Context: an optimization exercise on an open-source flow, tuned for small area, a short achievable clock period and few clock cycles per item. The choices shown serve that exercise and are no tape-out recipe.
Function was checked by simulation only, so behaviour that the tests miss may differ from the original.
Power is estimated from default activity; no workload was simulated.

## v53
## multiplierTop
module multiplierTop (
	input logic clk,
	input logic reset,
	input logic inValid,
	output logic inReady,
	input logic [35:0] inOperands,
	output logic outValid,
	input logic outReady,
	output logic [35:0] outProduct
);
	localparam int coreStages = 3;
	localparam int frontStages = coreStages + 1;
	localparam int backStages = mulPkg::capacity - frontStages - 1;
	localparam int width = mulPkg::productWidth;
	logic [frontStages:1] frontValid;
	logic [frontStages+1:1] frontReady;
	logic [width-1:0] coreProd;
	logic [width-1:0] frontProd;
	logic skidValid;
	logic [width-1:0] skidData;
	logic send;
	logic [width-1:0] backIn;
	logic [backStages:1] backValid;
	logic [backStages+1:1] backReady;
	logic [width-1:0] backData [backStages:1];
	assign frontReady[frontStages+1] = !skidValid;
	for (genvar k = 1; k <= frontStages; k++) begin : frontReadyChain
		assign frontReady[k] = !frontValid[k] || frontReady[k+1];
	end
	logic [frontStages:1] frontValidNext;
	logic skidValidNext;
	always_comb begin
  ...
Settings: LEC_CHECK=0, CAP_MARGIN=20, CORE_MARGIN=2, CORE_UTILIZATION=40, CTS_CLUSTER_DIAMETER=70, CTS_CLUSTER_SIZE=30, SETUP_SLACK_MARGIN=2.8, SLEW_MARGIN=20, TNS_END_PERCENT=0; clock period 5.0 ns.
run.sh (not shown) runs the stock make flow with config.mk's settings and CLKGATE_MAP_FILE= SYNTH_SCRIPT=/design/flow/synth_recipe.tcl, a recipe that flattens the netlist after the stock synthesis.
v53: full flow OK, the timing, design-rule and antenna checks passed
Testbench counts of v53, summed over its fixed seeds: cycles 32,048, items 32,000.
diff inputs: v53 => v5
-- flow/config.mk --
<<< v53, line 13
export SETUP_SLACK_MARGIN = 2.8
export SLEW_MARGIN = 20
export TNS_END_PERCENT = 0
>>> v5, line 13
export SETUP_SLACK_MARGIN = 2.8
export SLEW_MARGIN = 20
### Flow results
- Inverter count (v5 vs. v53) increases slightly
- Measured against each other, v53 and v5 differ in global router's overall resource usage, the higher figure coming from v5.
- v5 vs. v53: total power saw an increase; clock-cell share of area fell by 0.66 points; latest clock arrival within the worst-skew pair has remained practically unchanged.
Relative to v5, the following input files were edited for v2:
-- flow/config.mk --
<<< v5, line 13
export SETUP_SLACK_MARGIN = 2.8
export SLEW_MARGIN = 20
>>> v2, line 13
export SETUP_SLACK_MARGIN = 2.8
export SLEW_MARGIN = 20
export TNS_END_PERCENT = 20
==> comparison <==
- From v5 to v2 the numbers moved as follows: global-route usage went down by 0.38 points; overall die height was more or less identical; final core area utilization went down by 1.1 points.
## Diff of input files: v19 against v2
-- flow/config.mk --
<<< v2, line 11
export CTS_CLUSTER_DIAMETER = 70
export CTS_CLUSTER_SIZE = 30
export SETUP_SLACK_MARGIN = 2.8
export SLEW_MARGIN = 20
export TNS_END_PERCENT = 20
>>> v19, line 11
export CTS_CLUSTER_DIAMETER = 70
export CTS_CLUSTER_SIZE = 30
export SETUP_SLACK_MARGIN = 2.7
export SLEW_MARGIN = 20
--- outcome ---
The final layout from v19, which completed every stage, passed the timing, design-rule and antenna checks at the end of the flow. [compare] base=v2 new=v19: clock buffer and inverter area fraction after layout higher; transition time at the pin with the least slew margin lower; endpoint arrival time on the critical path higher; area of the multi-input gates higher. After synthesis and placement, the instance count of v19 is above that of v2. | total wire length after detailed routing | higher: v19 |. v2 consumes less power than v19. Status: instance area at placement parity (v2, v19). Diff v2 and v19: worst ir drop on vdd higher in v2. Number of nets in the layout of v19 is on par with v2.

* * *

multiplierTop again, from the RTL that the note above started with.
export LEC_CHECK = 0
export CAP_MARGIN = 20
export CORE_MARGIN = 2
export CORE_UTILIZATION = 40
export CTS_CLUSTER_DIAMETER = 70
export CTS_CLUSTER_SIZE = 30
export SETUP_SLACK_MARGIN = 2.8
export SLEW_MARGIN = 20
export TNS_END_PERCENT = 50
create_clock -name core_clock -period 5.0 [get_ports {clk}]
The starting point finished with timing, DRC and antenna clean.
Testbench counts at the start, summed over its fixed seeds: cycles 32,048, items 32,000.
Rerun with:
SETUP_SLACK_MARGIN = 2.6   (was 2.8)
TNS_END_PERCENT = default   (was 50)
What happened: Final cell count falls by 1.8%; die area does not change; total power goes down by 3.7%; critical path depth does not change; via count is lower by 2.1%; cell area came out lower by 4.6%; clock skew stays flat; clock-buffer cell count does not change; global-route usage came out lower by 0.88 points; utilization decreases by 2.3 points.

## what the ideal ports hide
The results above use ideal ports. As a check the final layouts listed here were re-extracted and re-timed, cells and wires unchanged.
Step 1 assumes that a clkbuf_16 drives the clock port and a buf_2 every other input.
Step 2 also shifts input and output timing later by t, the mid clock arrival at the registers, as if the neighbouring blocks saw the same clock.
Slacks: no drivers / after step 1 / after step 2; pairs: no drivers / after step 1.
run	t (ns)	setup slack, ns	hold slack, ns	worst setup path after step 2	pins driven straight from the clock port
v53	0.620	2.544 / 2.525 / 2.544	0.417 / 0.417 / 0.417	register to register	1
v5	0.612	2.710 / 2.710 / 2.375	0.401 / 0.401 / 0.401	input to register	1
v2	0.619	2.582 / 2.528 / 2.588	0.417 / 0.417 / 0.417	register to register	1
v19	0.618	2.742 / 2.719 / 2.510	0.427 / 0.427 / 0.427	input to register	1
the first run of note 2	0.605	2.681 / 2.681 / 2.590	0.418 / 0.418 / 0.418	input to register	1
the second run of note 2	0.597	2.595 / 2.595 / 2.193	0.410 / 0.410 / 0.410	input to register	1
After both steps setup and hold are still met in every run listed. The setup slack of the second run of note 2, which loses most, moves by 0.000 ns with the drivers and by -0.402 ns with both steps.
